What follows belongs to an exercise in optimizing a design on an open flow for small area, a short achievable clock period and few clock cycles per item; a production flow would make more cautious choices.
At most, simulation tests tie the RTL to the original design; equivalence was not proved.

==> flow/design.v (excerpt) <==
module midpoint_ellipse_rasterizer_top #(
  parameter int RADIUS_BITS = 10,
  parameter int COORD_BITS  = 11
) (
  input  wire logic                                   clk_i,
  input  wire logic                                   rst_ni,
  input  wire logic                                   cfg_we_i,
  input  wire logic [mer_pkg::CFG_IDX_W-1:0]          cfg_idx_i,
  input  wire logic [((COORD_BITS > RADIUS_BITS) ? COORD_BITS : RADIUS_BITS)-1:0] cfg_data_i,
  input  wire logic                                   in_valid_i,
  output logic                                        in_stall_o,
  input  wire logic                                   restart_i,
  output logic                                        out_valid_o,
  input  wire logic                                   out_stall_i,
  output logic signed [mer_pkg::PIX_W-1:0]            pixel_x_o,
  output logic signed [mer_pkg::PIX_W-1:0]            pixel_y_o,
  output logic                                        last_o,
  output logic                                        finished_o
);
clock: 10.0 ns
lec_check: 0
cap_margin: 20
core_margin: 2
core_utilization: 40
cts_cluster_diameter: 70
cts_cluster_size: 20
setup_slack_margin: 5
slew_margin: 20
standard.sh (not shown) runs the stock make flow with config.mk's settings and CLKGATE_MAP_FILE= SYNTH_SCRIPT=/design/flow/synth_recipe.tcl, a recipe that flattens the netlist after the stock synthesis.
==> flow/flow/run.sh <==
#!/bin/bash
set -euo pipefail
bash standard.sh SETUP_SLACK_MARGIN=7.0 finish > standard_flow.log 2>&1
The first run completed with no timing, DRC or antenna violations.
==> next run, changes <==
--- a/flow/design.v
+++ b/flow/design.v
@@ -105,25 +105,24 @@
   logic        none_q;                 
   logic        reg2_q;                 
   logic        out_valid_q;
   logic        pass_req_q;             
   logic        dec_valid_q;            
   logic        sw2_q, init1_q, init2_q;
   logic        rs_q, m1_q, m2_q;       
   logic [3:0]  mcnt_q;
   logic        step_a, sw1_a, sw2_a, i1_a, act_a;   
   logic        ka0, ka1, ka2, ka3;     
   logic        kb2;                    
   logic        xen_q, yen_q, b2_q;     
-  logic        den_q;                  
   logic [10:0] zq;                     
   logic        step_b, sw1_b, sw2_b, i1_b, act_b, kb0, kb3;  
   logic [9:0]  x_q, y_q;
   logic [32:0] sx_q, sy_q;             
   logic [43:0] d_q;                    
   logic [19:0] rx2_q, ry2_q;
   logic        csx_q, csy_q;           
   logic        c1_q, c2_q, cp_q;       
   logic        cmp_q;
   logic [10:0] xq, yq;                 
   logic        da_q, db_q;             
   logic        ca_q, cb_q;             
@@ -194,64 +193,57 @@
       if (ka0) z_n = {rsel[8:0], 2'b00};
       if (ka1) z_n = rsel[19:9];
     end
     if (sw1_a) begin
       if (ka0) z_n = rx2_q[10:0];
       if (ka1) z_n = {2'b00, rx2_q[19:11]};
     end
     if (sw2_a) z_n = ~two_ry2_a;
   end
   assign opx = (xen_q ? xq : 11'd0) | {8'd0, b2_q, 2'b00};
   assign opy = yen_q ? yq : 11'd0;
   assign opz = zq;
-  assign dop   = den_q ? d_q[10:0] : 11'd0;
+  assign dop   = i1_b ? 11'd0 : d_q[10:0];
   assign s1    = dop ^ opx ^ opy;
   assign m1    = (dop & opx) | (dop & opy) | (opx & opy);
   assign c1v   = {m1[9:0], kb0 ? two_cin : c1_q};
   assign s2    = s1 ^ c1v ^ opz;
   assign m2    = (s1 & c1v) | (s1 & opz) | (c1v & opz);
   assign c2v   = {m2[9:0], !kb0 && c2_q};
-  logic [6:0] cpa_lo;
-  logic [6:0] cpa_h0;
-  logic [7:0] cpa_h1;
-  assign cpa_lo = {1'b0, s2[4:0], 1'b1} + {1'b0, c2v[4:0], kb0 ? sw1_b : cp_q};
-  assign cpa_h0 = {1'b0, s2[10:5]} + {1'b0, c2v[10:5]};
-  assign cpa_h1 = {1'b0, s2[10:5], 1'b1} + {1'b0, c2v[10:5], 1'b1};
-  assign cpa_w  = 13'd0;
-  assign dsum   = {cpa_lo[6] ? cpa_h1[6:1] : cpa_h0[5:0], cpa_lo[5:1]};
-  assign dco    = cpa_lo[6] ? cpa_h1[7] : cpa_h0[6];
+  assign cpa_w = {1'b0, s2, 1'b1} + {1'b0, c2v, kb0 ? sw1_b : cp_q};
+  assign dsum  = cpa_w[11:1];
+  assign dco   = cpa_w[12];
   logic [12:0] cmp_w;
   logic        sw_now;
   assign cmp_w  = {1'b0, sxnew, 1'b1} + {1'b0, ~synew, kb0 || cmp_q};
   assign sw_now = step_b && kb2 && cmp_w[12] && !reg2_q;
   logic reg2_n;
   logic       issue_sw1, issue_sw2, issue_i1, issue_i2, issue_step;
   always_comb begin
     issue_sw1  = 1'b0;
     issue_sw2  = 1'b0;
     issue_i1   = 1'b0;
     issue_i2   = 1'b0;
     issue_step = 1'b0;
     if (free_a) begin
       if (sw_now)          issue_sw1  = 1'b1;
       else if (sw2_q)      issue_sw2  = 1'b1;
       else if (init1_q)    issue_i1   = 1'b1;
       else if (init2_q)    issue_i2   = 1'b1;
       else if (pass_req_q) issue_step = 1'b1;
     end
   end
-  logic da_n, db_n, dfin;
-  assign dfin = act_b && kb3;
-  assign da_n = dfin ? (!reg2_q || dsum[10]) : da_q;
-  assign db_n = dfin ? (reg2_q || !dsum[10]) : db_q;
+  logic da_n, db_n;
+  assign da_n = (act_b && kb3) ? (!reg2_n || dsum[10]) : da_q;
+  assign db_n = (act_b && kb3) ? (reg2_n || !dsum[10]) : db_q;
   assign reg2_n = reg2_q || issue_sw1;
   always_ff @(posedge clk_i or negedge rst_ni) begin
     if (!rst_ni) begin
       pend_q      <= 1'b0;
       pend_rs_q   <= 1'b0;
       step_q      <= 1'b0;
       em_q        <= 1'b0;
       em_fin_q    <= 1'b0;
       bcnt_q      <= 2'd0;
       none_q      <= 1'b1;
       reg2_q      <= 1'b0;
       out_valid_q <= 1'b0;
@@ -388,28 +380,27 @@
     csx_q <= csx_a;
     csy_q <= csy_a;
     zq    <= z_n;
     c1_q  <= m1[10];
     c2_q  <= m2[10];
     cp_q  <= dco;
     cmp_q <= cmp_w[12];
     xq    <= x_n;
     yq    <= y_n;
     if (act_b) d_q <= {dsum, d_q[43:11]};
     da_q  <= da_n;
     db_q  <= db_n;
-    xen_q <= (dfin ? (!step_a || !reg2_q) : (!step_a || da_q)) || (dfin && dsum[10]);
-    yen_q <= (dfin ? (!step_a || reg2_q) : (!step_a || db_q)) || (dfin && !dsum[10]);
+    xen_q <= !step_a || da_n;
+    yen_q <= !step_a || db_n;
     b2_q  <= step_a && ka0 && db_n;
-    den_q <= !i1_a;
     if (step_b && kb0) begin
       ca_q <= da_q;
       cb_q <= db_q;
     end
     if (rot_x) begin
       sx_q <= {sx_q[10:0], wb_x ? sxnew : sx_q[32:22], sx_q[21:11]};
     end else if (wb_x) begin
       sx_q[32:22] <= sxnew;
     end
     if (m2_q) begin
       sy_q <= {msp, sy_q[9:1]};
     end else if (m1_q && mcnt_q == 4'd9) begin
After rerunning: The changed run finished with timing, DRC and antenna clean. Routed wire length fell slightly. Cell area fell slightly. Fmax rose by a few percent. Sequential cell count fell by 1. Non-clock buffer count fell by 16. Clock-buffer cell count is unchanged. Global-route usage rose by 0.57 points.
Testbench counts after the change, summed over its fixed seeds: cycles 64,740, beats 62,804.
Only the layout flow was run in the first run of this note; the RTL was not checked for function there.

what the ideal ports hide:
The flow's constraints put no driver on any port. The routed layouts listed below were extracted and timed again, unchanged, in two steps. Step 1 assumes that a clkbuf_16 drives the clock port and a buf_2 every other input. Step 2 adds t to the input delays and takes it off the output delays; t is the mean of the earliest and latest rising clock arrival at the registers after step 1. Input paths then give back, and output paths get back, about the clock's delay inside the block. Slacks: no drivers / after step 1 / after step 2; pairs: no drivers / after step 1.
| run | t, ns | setup WS [ns] | worst data-port slew with drivers (ns) |
|---|---|---|---|
| the first run | 0.631 | 6.547 / 6.547 / 6.438 | 0.04 |
| the second run | 0.617 | 6.641 / 6.641 / 6.549 | 0.04 |
After both steps setup and hold are still met in every run listed. For the first run, which loses most, drivers alone change the setup slack by 0.000 ns; drivers and shift together by -0.109 ns.
